This is an optimization exercise on Yosys and OpenROAD, whose aim is small area, not a production implementation.
Where RTL was checked, it was by simulation tests only, not by an equivalence proof against the original.
Power figures rest on the tool's default switching activity, not on a simulated workload.

## the reference run
==> flow/design.v (excerpt) <==
module pixel_compositor (
    input  logic        Clk,
    input  logic        Reset,
    input  logic        frame_start,
    input  logic        de,
    input  logic [9:0]  DrawX,
    input  logic [9:0]  DrawY,
    input  logic [9:0]  X,
    input  logic [9:0]  Y,
    input  logic [9:0]  size,
    input  logic [7:0]  x_vec,
    input  logic [7:0]  y_vec,
    input  logic        map_en,
    input  logic        wall_on,
    input  logic [11:0] wall_color,
    input  logic [11:0] memdata,
    output logic [3:0]  Red,
    output logic [3:0]  Green,
    output logic [3:0]  Blue,
    output logic        out_valid,
    output logic        dots_ready
);
    logic [9:0] x_lat, y_lat, s_lat;
    logic [7:0] xv_lat, yv_lat;
    logic       par_ok;
    logic [9:0] x_dot, y_dot;
    logic [7:0] xv_dot, yv_dot;
    logic       dot_ok;
    logic [3:0] cnt;
    logic       rdy;
    always_ff @(posedge Clk) begin
        if (frame_start) begin
            x_lat <= X; y_lat <= Y; s_lat <= size; xv_lat <= x_vec; yv_lat <= y_vec;
        end
        if (cnt == 4'd10 && !frame_start) begin
            x_dot <= x_lat; y_dot <= y_lat; xv_dot <= xv_lat; yv_dot <= yv_lat;
        end
    end
    always_ff @(posedge Clk) begin
        if (Reset) begin
            cnt <= '0; rdy <= 1'b0; par_ok <= 1'b0; dot_ok <= 1'b0;
        end else if (frame_start) begin
            cnt <= 4'd1; rdy <= 1'b0; par_ok <= 1'b1;
        end else if (cnt == 4'd10) begin
            cnt <= '0; rdy <= 1'b1; dot_ok <= 1'b1;
        end else if (cnt != 4'd0) begin
            cnt <= cnt + 4'd1;
        end
    end
    logic [8:0] hx, hy;
    logic       dot_hit;
    dot_axis u_dx (.d(DrawX[7:0]), .p(x_dot), .a(xv_dot), .hit(hx));
  ...
Size in the first run: about 1200 cells after synthesis, about 110 I/O pins, ~13000 um2 of cells after synthesis.
clock: 12.0 ns
lec_check: 0
cap_margin: 20
core_margin: 2
core_utilization: 40
cts_buf_list: sky130_fd_sc_hd__clkbuf_8
slew_margin: 20
synth_hierarchical: 1
standard.sh (not shown) runs the stock make flow with config.mk's settings and CLKGATE_MAP_FILE= SYNTH_SCRIPT=/design/flow/synth_recipe.tcl, a recipe that flattens the netlist after the stock synthesis.
==> flow/flow/run.sh <==
#!/bin/bash
set -e
export BUFFER_PORTS_ARGS="-buffer_cell sky130_fd_sc_hd__buf_1"
export CTS_ARGS="-repair_clock_nets -buf_list sky130_fd_sc_hd__clkbuf_8 -dont_use_dummy_load"
bash standard.sh > standard_flow.log 2>&1
Modified inputs, the trial run compared to the reference run
==> flow/flow/run.sh <==
#!/bin/bash
set -e
export BUFFER_PORTS_ARGS="-buffer_cell sky130_fd_sc_hd__buf_1"
export CTS_ARGS="-sink_clustering_enable -repair_clock_nets -buf_list sky130_fd_sc_hd__clkbuf_8 -dont_use_dummy_load"
bash standard.sh > standard_flow.log 2>&1
Notes after the runs:
The trial run -> the reference run: overall global routing resource usage delta 0, exact match. Re total number of clock tree sinks: no difference whatsoever between the trial run and the reference run. Looking at the trial run and the reference run, the total wire length is a wash. Diff the reference run -> the trial run: TritonCTS buffer count neither gained nor lost much; fraction of area in registers shows no meaningful change.
No functional check of the RTL was part of any run of this note.

---

Another version of the RTL of pixel_compositor (not shown whole).
Size in the first run: about 120 flip-flops, ~110 I/O pins, roughly 14,000 um^2 of cells after synthesis.
==> flow/config.mk <==
export PLATFORM = sky130hd
export DESIGN_NAME = pixel_compositor
export DESIGN_NICKNAME = pixel_compositor
export VERILOG_FILES = /design/flow/design.v
export SDC_FILE = /design/flow/constraint.sdc
export NUM_CORES = 4
export LEC_CHECK = 0
export CAP_MARGIN = 20
export CORE_MARGIN = 2
export CORE_UTILIZATION = 40
export SLEW_MARGIN = 20
export SYNTH_HIERARCHICAL = 1
==> flow/constraint.sdc <==
create_clock -name core_clock -period 12.0 [get_ports {Clk}]
set_input_delay 2.4000 -clock core_clock [delete_from_list [all_inputs] [get_ports {Clk}]]
set_output_delay 2.4000 -clock core_clock [all_outputs]
set_load 0.01 [all_outputs]
==> flow/flow/run.sh <==
#!/bin/bash
set -e
export BUFFER_PORTS_ARGS="-buffer_cell sky130_fd_sc_hd__buf_1"
bash standard.sh > standard_flow.log 2>&1
The baseline passed the timing, design-rule and antenna checks.
Then changed:
- CTS_BUF_LIST: unset -> sky130_fd_sc_hd__clkbuf_8
After rerunning: The changed run finished clean. Routed wire length shrinks by 0.61%. Total power shrinks by 3.0%. Hold slack hardly moves.

## separate check: timing with driven ports
Ports are ideal in the flow. The routed layouts listed here were re-timed in OpenROAD. Step 1 sets driving cells, clkbuf_16 on the clock port and buf_2 on the other inputs (assumed; they add their load-dependent delay and slew). Step 2 times the ports against the registers' clock, not the clock port: input delays grow and output delays shrink by t, the midpoint of the rising clock arrivals with the driver on. Slacks: no drivers / after step 1 / after step 2; pairs: no drivers / after step 1.
| run | t (ns) | setup WS [ns] | worst hold slack (ns) | latest minus earliest clock arrival (ns) | cell pins on the clock port's net |
|---|---|---|---|---|---|
| the reference run | 0.512 | 0.953 / 0.971 / 0.458 | 0.420 / 0.420 / 0.420 | 0.033 / 0.033 | 1 |
| the trial run | 0.512 | 0.953 / 0.971 / 0.458 | 0.420 / 0.420 / 0.420 | 0.033 / 0.033 | 1 |
| the first run of note 2 | 0.483 | 1.014 / 1.035 / 0.551 | 0.418 / 0.418 / 0.418 | 0.012 / 0.011 | 1 |
| the second run of note 2 | 0.510 | 1.007 / 1.024 / 0.514 | 0.421 / 0.421 / 0.421 | 0.023 / 0.023 | 1 |
After both steps every run listed still meets setup and hold.
